What follows belongs to an exercise in optimizing a design on an open flow for small area; a production flow would make more cautious choices. The RTL was checked by simulation tests, not by an equivalence proof against the original design. Power and IR drop assume default switching activity.

[flow/config.mk]
export PLATFORM = sky130hd
export DESIGN_NAME = indexed_deque_core
export DESIGN_NICKNAME = indexed_deque_core
export VERILOG_FILES = /design/flow/design.v
export SDC_FILE = /design/flow/constraint.sdc
export NUM_CORES = 4
export LEC_CHECK = 0
export CAP_MARGIN = 20
export CORE_MARGIN = 2
export CORE_UTILIZATION = 35
export SLEW_MARGIN = 20
[flow/run.sh]
#!/bin/bash
# synth_recipe.tcl (not shown) runs the flow's synth.tcl, then flattens the netlist and writes it again
# the make line also repeats each setting of config.mk as NAME=value (left out here)
make -C /OpenROAD-flow-scripts/flow DESIGN_CONFIG=/design/flow/config.mk WORK_HOME=/design/flow/orfs CLKGATE_MAP_FILE= SYNTH_SCRIPT=/design/flow/synth_recipe.tcl finish
[flow/constraint.sdc]
create_clock -name core_clock -period 5.0 [get_ports {clk}]
set_input_delay 1.0000 -clock core_clock [delete_from_list [all_inputs] [get_ports {clk}]]
set_output_delay 1.0000 -clock core_clock [all_outputs]
set_load 0.01 [all_outputs]
[flow/design.v]
package idq_pkg;
    typedef enum logic [2:0] {
        CMD_APPEND     = 3'd0,
        CMD_PREPEND    = 3'd1,
        CMD_POP_BACK   = 3'd2,
        CMD_POP_FRONT  = 3'd3,
        CMD_INSERT     = 3'd4,
        CMD_ERASE      = 3'd5,
        CMD_CLEAR      = 3'd6
    } cmd_t;
    typedef enum logic [1:0] {
        ST_OK    = 2'd0,
        ST_FULL  = 2'd1,
        ST_EMPTY = 2'd2,
        ST_RANGE = 2'd3
    } status_t;
    localparam int DATA_W  = 32;
    localparam int POS_W   = 5;
    localparam int COUNT_W = 5;
    typedef struct packed {
        logic open_gap;
        logic close_gap;
    } shift_t;
endpackage
module idq_cell
(
    input  logic                       clk,
    input  logic                       we,
    input  logic                       rd,
    input  logic [idq_pkg::DATA_W-1:0] value,
    output logic [idq_pkg::DATA_W-1:0] tap
);
    logic [idq_pkg::DATA_W-1:0] slot_reg;
    always_ff @(posedge clk)
    begin
        if (we)
        begin
            slot_reg <= value;
        end
    end
    assign tap = rd ? slot_reg : '0;
endmodule
module indexed_deque_core
#(
    parameter int CAPACITY = 16
)
(
    input  logic                      clk,
    input  logic                      rst_n,
    input  logic                      start,
    output logic                      busy,
    input  logic [2:0]                command,
    input  logic [idq_pkg::DATA_W-1:0]  value,
    input  logic [idq_pkg::POS_W-1:0]          position,
    output logic                      done,
    output logic [idq_pkg::DATA_W-1:0]  data_out,
    output logic [idq_pkg::COUNT_W-1:0]        count,
    output logic [1:0]                status
);
    localparam int IDX_W = (CAPACITY > 1) ? $clog2(CAPACITY) : 1;
    localparam int CNT_W = $clog2(CAPACITY + 1);
    localparam int CMP_W = ((CNT_W > idq_pkg::POS_W) ? CNT_W : idq_pkg::POS_W) + 1;
    localparam logic [CNT_W-1:0] FULL_CNT = CNT_W'(CAPACITY);
    localparam int LAST = CAPACITY - 1;
    logic [CNT_W-1:0]         fill_reg;
    logic [CNT_W-1:0]         fill_next;
    logic                     done_reg;
    idq_pkg::status_t         status_reg;
    logic [IDX_W-1:0]         map_reg [CAPACITY];
    logic [IDX_W-1:0]         rd_slot_reg;
    logic                     take_reg;
    logic                     accept;
    idq_pkg::cmd_t            cmd;
    logic                     ins;
    logic                     era;
    logic [CMP_W-1:0]         p;
    logic                     take;
    idq_pkg::status_t         st;
    logic                     full;
    logic                     empty;
    logic [CMP_W-1:0]         pos_w;
    logic [CMP_W-1:0]         fill_w;
    logic [CAPACITY-1:0]      at_p;
    logic [CAPACITY-1:0]      from_p;
    logic [IDX_W-1:0]         rd_slot;
    logic [IDX_W-1:0]         wr_slot;
    logic [idq_pkg::DATA_W-1:0] taps [CAPACITY];
    logic [idq_pkg::DATA_W-1:0] read_word;
    assign accept = start && !busy;
    assign busy   = 1'b0;
    assign cmd    = idq_pkg::cmd_t'(command);
    assign full   = (fill_reg == FULL_CNT);
    assign empty  = (fill_reg == '0);
    assign pos_w  = CMP_W'(position);
    assign fill_w = CMP_W'(fill_reg);
    always_comb
    begin
        ins       = 1'b0;
        era       = 1'b0;
        p         = '0;
        take      = 1'b0;
        st        = idq_pkg::ST_OK;
        fill_next = fill_reg;
        case (cmd)
            idq_pkg::CMD_APPEND:
            begin
                if (full)
                begin
                    st = idq_pkg::ST_FULL;
                end
                else
                begin
                    ins       = 1'b1;
                    p         = fill_w;
                    fill_next = fill_reg + 1'b1;
                end
            end
            idq_pkg::CMD_PREPEND:
            begin
                if (full)
                begin
                    st = idq_pkg::ST_FULL;
                end
                else
                begin
                    ins       = 1'b1;
                    fill_next = fill_reg + 1'b1;
                end
            end
            idq_pkg::CMD_POP_BACK:
            begin
                if (empty)
                begin
                    st = idq_pkg::ST_EMPTY;
                end
                else
                begin
                    era       = 1'b1;
                    take      = 1'b1;
                    p         = fill_w - 1'b1;
                    fill_next = fill_reg - 1'b1;
                end
            end
            idq_pkg::CMD_POP_FRONT:
            begin
                if (empty)
                begin
                    st = idq_pkg::ST_EMPTY;
                end
                else
                begin
                    era       = 1'b1;
                    take      = 1'b1;
                    fill_next = fill_reg - 1'b1;
                end
            end
            idq_pkg::CMD_INSERT:
            begin
                if (full)
                begin
                    st = idq_pkg::ST_FULL;
                end
                else if (pos_w == '0 || pos_w > fill_w + 1'b1)
                begin
                    st = idq_pkg::ST_RANGE;
                end
                else
                begin
                    ins       = 1'b1;
                    p         = pos_w - 1'b1;
                    fill_next = fill_reg + 1'b1;
                end
            end
            idq_pkg::CMD_ERASE:
            begin
                if (empty)
                begin
                    st = idq_pkg::ST_EMPTY;
                end
                else if (pos_w == '0 || pos_w > fill_w)
                begin
                    st = idq_pkg::ST_RANGE;
                end
                else
                begin
                    era       = 1'b1;
                    take      = 1'b1;
                    p         = pos_w - 1'b1;
                    fill_next = fill_reg - 1'b1;
                end
            end
            idq_pkg::CMD_CLEAR:
            begin
                fill_next = '0;
            end
            default:
            begin
                fill_next = fill_reg;
            end
        endcase
        if (!accept)
        begin
            ins       = 1'b0;
            era       = 1'b0;
            fill_next = fill_reg;
        end
    end
    always_comb
    begin
        for (int i = 0; i < CAPACITY; i++)
        begin
            at_p[i]   = (p == CMP_W'(i));
            from_p[i] = (p <= CMP_W'(i));
        end
    end
    always_comb
    begin
        rd_slot = '0;
        for (int i = 0; i < CAPACITY; i++)
        begin
            rd_slot = rd_slot | (at_p[i] ? map_reg[i] : '0);
        end
    end
    assign wr_slot = map_reg[LAST];
    always_ff @(posedge clk or negedge rst_n)
    begin
        if (!rst_n)
        begin
            for (int i = 0; i < CAPACITY; i++)
            begin
                map_reg[i] <= IDX_W'(i);
            end
        end
        else
        begin
            for (int i = 0; i < CAPACITY; i++)
            begin
                if (ins && at_p[i])
                begin
                    map_reg[i] <= wr_slot;
                end
                else if (ins && from_p[i])
                begin
                    map_reg[i] <= map_reg[(i == 0) ? 0 : i - 1];
                end
                else if (era && i == LAST)
                begin
                    map_reg[i] <= rd_slot;
                end
                else if (era && from_p[i])
                begin
                    map_reg[i] <= map_reg[(i == LAST) ? LAST : i + 1];
                end
            end
        end
    end
    for (genvar i = 0; i < CAPACITY; i++)
    begin : g_cell
        idq_cell u_cell (
            .clk   (clk),
            .we    (ins && wr_slot == IDX_W'(i)),
            .rd    (take_reg && rd_slot_reg == IDX_W'(i)),
            .value (value),
            .tap   (taps[i])
        );
    end
    always_comb
    begin
        read_word = '0;
        for (int i = 0; i < CAPACITY; i++)
        begin
            read_word = read_word | taps[i];
        end
    end
    always_ff @(posedge clk or negedge rst_n)
    begin
        if (!rst_n)
        begin
            fill_reg <= '0;
            done_reg <= 1'b0;
        end
        else
        begin
            fill_reg <= fill_next;
            done_reg <= accept;
        end
    end
    always_ff @(posedge clk)
    begin
        if (accept)
        begin
            rd_slot_reg <= rd_slot;
            take_reg    <= take;
            status_reg  <= st;
        end
    end
    assign done     = done_reg;
    assign data_out = read_word;
    assign count    = idq_pkg::COUNT_W'(fill_reg);
    assign status   = status_reg;
endmodule
==> results.txt <==
-- final timing paths --
| kind | startpoint | end | slack, ps | depth (start not counted) |
|---|---|---|---|---|
| min in group asynchronous | rst_n | map_reg[10][2] | 530 | 1 |
| setup reg to reg | fill_reg[2] | rd_slot_reg[1] | 780 | 12 |
| max in group asynchronous | rst_n | done_reg | 3820 | 1 |
| hold / removal | map_reg[5][2] | map_reg[5][2] | 510 | 2 |
| hold reg to reg | map_reg[5][2] | map_reg[5][2] | 510 | 2 |
| setup / recovery | rd_slot_reg[3] | data_out[27] | 500 | 7 |
-- routing by layer --
layer / share of wire, % / global-route usage [%] / vias up
met5: 0.063 / 0 / -
met4: 2.0 / 4.591 / 8
met3: 7.2 / 3.242 / 111
met2: 49 / 32.32 / 620
met1: 41 / 25.69 / 8075
li1: - / - / 6806
-- metrics by stage --
step	cell area [um^2]	power, W	hold WS, ps	TNS [ps]	util (%)
after detailed placement	27270	0.01022	508.2	0	39.01
after CTS	29310	0.01481	514.6	0	41.92
after floorplan	24700	0.008507	457.5	-200000	-
after global routing	29310	0.01534	530.2	0	41.92
final	29310	0.01474	514.1	0	41.92
after global placement	27270	0.01018	501.8	0	39.01
-- worst reg2reg max path, cell delays in order, from the launching register on --
cell and delay [ps]:
sky130_fd_sc_hd__dfrtp_1 730, sky130_fd_sc_hd__inv_1 240, sky130_fd_sc_hd__ha_1 370, sky130_fd_sc_hd__a21o_1 190, sky130_fd_sc_hd__a211oi_1 490, sky130_fd_sc_hd__o211ai_2 170
sky130_fd_sc_hd__o21a_1 280, sky130_fd_sc_hd__buf_4 230, sky130_fd_sc_hd__o21a_1 280, sky130_fd_sc_hd__and2_4 240, sky130_fd_sc_hd__a32o_1 240, sky130_fd_sc_hd__nor4b_2 350
sky130_fd_sc_hd__inv_1 130
-- synthesized netlist by cell type (all sizes together), types with 3 or more instances --
cell type / count / area, um^2
a2111oi: 3 / 57.56
a211o: 3 / 26.28
a211oi: 15 / 142.6
a21o: 15 / 112.6
a21oi: 35 / 182.7
a221oi: 130 / 1139
a22o: 130 / 1139
a22oi: 6 / 45.04
and2: 6 / 40.04
and3: 5 / 31.28
buf: 28 / 193.9
clkbuf: 62 / 232.7
dfrtp: 38 / 950.9
dfstp: 32 / 840.8
edfxtp: 519 / 15580
ha: 16 / 200.2
inv: 20 / 75.07
mux2: 40 / 450.4
mux2i: 56 / 560.5
nand2: 88 / 340.3
nand2b: 11 / 68.82
nand3: 19 / 100.1
nand4: 37 / 231.5
nor2: 56 / 220.2
nor2b: 7 / 43.79
nor3: 27 / 168.9
nor4: 14 / 108.9
nor4b: 5 / 95.09
o2111ai: 9 / 78.83
o211a: 5 / 57.56
o211ai: 18 / 172.7
o21a: 12 / 90.09
o21ai: 52 / 275.3
o22ai: 14 / 87.58
o2bb2ai: 8 / 70.07
o31ai: 5 / 51.30
o32ai: 3 / 26.28
xnor2: 6 / 52.55
xor2: 3 / 26.28
-- cell families (layout without fill, tap and decap cells) --
logic type,count (synthesis),after routing,share of synthesized area (%)
compound gates,480,480,15.90
xor+xnor,9,9,0.3195
fa+ha+maj,17,17,0.8926
buf+inv,110,279,2.034
flops,589,589,70.44
mux,96,96,4.098
other cells,1,1,0.01520
simple gates,287,287,6.304
-- cell type report --
class / instances / area share [%]
clock buffers: 71 / 5.264
clock inverters: 40 / 1.691
inverters: 20 / 0.2562
multi-input cells: 890 / 24.02
flip-flops and latches: 589 / 59.29
well taps: 940 / 4.013
repair buffers: 148 / 5.465
-- power by group --
group | switching [W] | internal, W | leakage (nW)
sequential | 0.000622 | 0.00586 | 5.48
clock | 0.00188 | 0.00272 | 1.00
combinational | 0.00209 | 0.00157 | 3.16
==> flow_summary.rst <==
.. list-table::
   :header-rows: 1

   * - Metric
     - Value
   * - Critical setup path kind
     - flop to output pin
   * - Synthesis-to-finish area growth
     - 18.80%
   * - Count of unique library cells instantiated by Yosys
     - 89
   * - Fraction of registers with async set or reset after synthesis
     - 11.88%
   * - Number of antenna violations at the first check in global routing
     - 3
   * - Final worst setup slack
     - 505.0 ps
   * - # diodes
     - 0
   * - Die outline area
     - 72620 um^2
   * - Final RePlAce weighted congestion
     - 0.9290
   * - Cts bufs inserted
     - 59
   * - Vias in the first global route
     - 15.49k
   * - Pin count of the biggest net entering global routing
     - 71
   * - Worst path top cell family by delay
     - simple AND/OR/NAND/NOR gates
   * - Type of the worst min-delay path
     - flop to flop
   * - Syn. warnings
     - 5
   * - Syn Area/Cell
     - 15.53 um^2
   * - Ports
     - 84
   * - Placed cells
     - 2587
   * - Post-CTS sizing
     - 0
   * - Placement-stage worst setup slack
     - 262.7 ps
   * - Worst ir drop on vdd
     - 0.2705 mV
   * - Synthesized Nets
     - 1649
   * - Most common library cell in the layout ignoring fill and taps
     - sky130_fd_sc_hd__edfxtp_1
   * - Die X-Extent
     - 269.5 um
   * - Count of pins over their slew limit
     - 0
   * - Mapped Area
     - 24670 um^2
   * - Worst Path Arrival
     - 3500 ps
   * - Max FFs per register
     - 512
   * - Setup repair after global routing missed its margin
     - no
   * - Total DRC errors in the routed layout
     - 0
   * - Critical-path cell with the highest stage delay
     - sky130_fd_sc_hd__nor2_4
   * - CP Launch Type
     - flop
   * - Clock-pin slew on the worst setup and hold paths
     - 60 ps
   * - CTS tree
     - yes
   * - Net total in the final layout
     - 1768
   * - Initial cell density of the core
     - 35.29%
   * - Number of enable flip-flop cells after synthesis
     - 519
   * - Commonest cells after routing, fill and taps aside
     - 519 x sky130_fd_sc_hd__edfxtp_1, 130 x sky130_fd_sc_hd__a22o_1, 130 x sky130_fd_sc_hd__a221oi_1, 84 x sky130_fd_sc_hd__nand2_1, 81 x sky130_fd_sc_hd__clkdlybuf4s50_1
   * - Synthesis-stage register bit count
     - 589
   * - FMAX
     - 0.2225 GHz
   * - Total grt overflow
     - 0
   * - Crit. End Element
     - output pin
   * - FILL cells
     - 6323
   * - Die height
     - 269.5 um
   * - Via Count
     - 15.62k
   * - Status
     - timing/DRC/antenna clean
   * - Setup violation total in the final timing report
     - 0
   * - Total iterations of the first detailed-routing run
     - 8
   * - Critical path data required time
     - 4000 ps
   * - Max_cap viols
     - 0
   * - Register area share after synthesis
     - 70.44%
   * - Wire length of the first global-routing pass
     - 104.0 mm
   * - Clock buffer depth
     - 3
   * - Footprint of the multi-input gates
     - 7039 um^2
   * - Standby leakage power
     - 9.642 nW
   * - Share of final-layout standard cells stronger than drive strength 1
     - 16.84%
   * - Clock Skew
     - 46.73 ps
   * - Clock latency on the worst-skew pair
     - 630 ps
   * - Count of buffers from port buffering
     - 82
   * - Number of nets with antenna violations after routing
     - 0
   * - Worst Path Buf+Inv
     - 2
   * - Number of hold violations in the final report
     - 0
   * - GRT Resource Usage Total
     - 19.12%
   * - Number of post-CTS setup repair buffers
     - 0
   * - Final min period
     - 4495 ps
   * - Max-slew headroom at the worst pin
     - 36.59%
   * - Number of rows created at floorplan
     - 97
   * - Clk root buf
     - sky130_fd_sc_hd__clkbuf_16
   * - Stage delay of the slowest cell on the critical path
     - 820 ps
   * - Per-cell via count in the routed design
     - 5.789
   * - Hold_buf cts
     - 0
   * - Reg area
     - 17380 um^2
   * - Aggregate routed wire length
     - 71.12 mm
   * - CORE AREA
     - 69910 um^2
   * - Final HPWL DP
     - 40.05 mm
   * - Clock Sink Count
     - 589
   * - DR iter-0 viols
     - 1688
   * - Power per standard cell area
     - 503.1 nW/um^2
   * - Synthesized instance count
     - 1589
   * - Crit-path max FO
     - 22
   * - Maximum level of the CTS H-tree
     - 2
   * - Most frequently used flop master after synthesis
     - sky130_fd_sc_hd__edfxtp_1
   * - Final cell count without fillers
     - 2698
   * - Pin slew with the least headroom to its limit
     - 951.2 ps
   * - List of cells traversed by the critical path
     - nand2b_1 > nor2_4 > buf_4 > a22o_1 > a221oi_1 > nand4_1 > clkdlybuf4s50_1
   * - Final worst-path cycle share
     - 89.90%
   * - DR WL/cell
     - 26.36 um

==> what the ideal ports hide <==
How much do the figures lean on ideal ports? The routed layout below was timed once more, with nothing changed but the port constraints. Step 1 assumes that a clkbuf_16 drives the clock port and a buf_2 every other input. Step 2 times the ports against the registers' clock, not the clock port: input delays grow and output delays shrink by t, the midpoint of the rising clock arrivals with the driver on. Three values: ideal, step 1, step 2; two values: the first two.
t (ns): 0.663
setup WS [ns]: 0.505 / 0.450 / 0.135
hold WS [ns]: 0.514 / 0.514 / 0.514
After both steps setup and hold are still met in this run. The setup slack of this run moves by -0.055 ns with the drivers and by -0.370 ns with both steps.
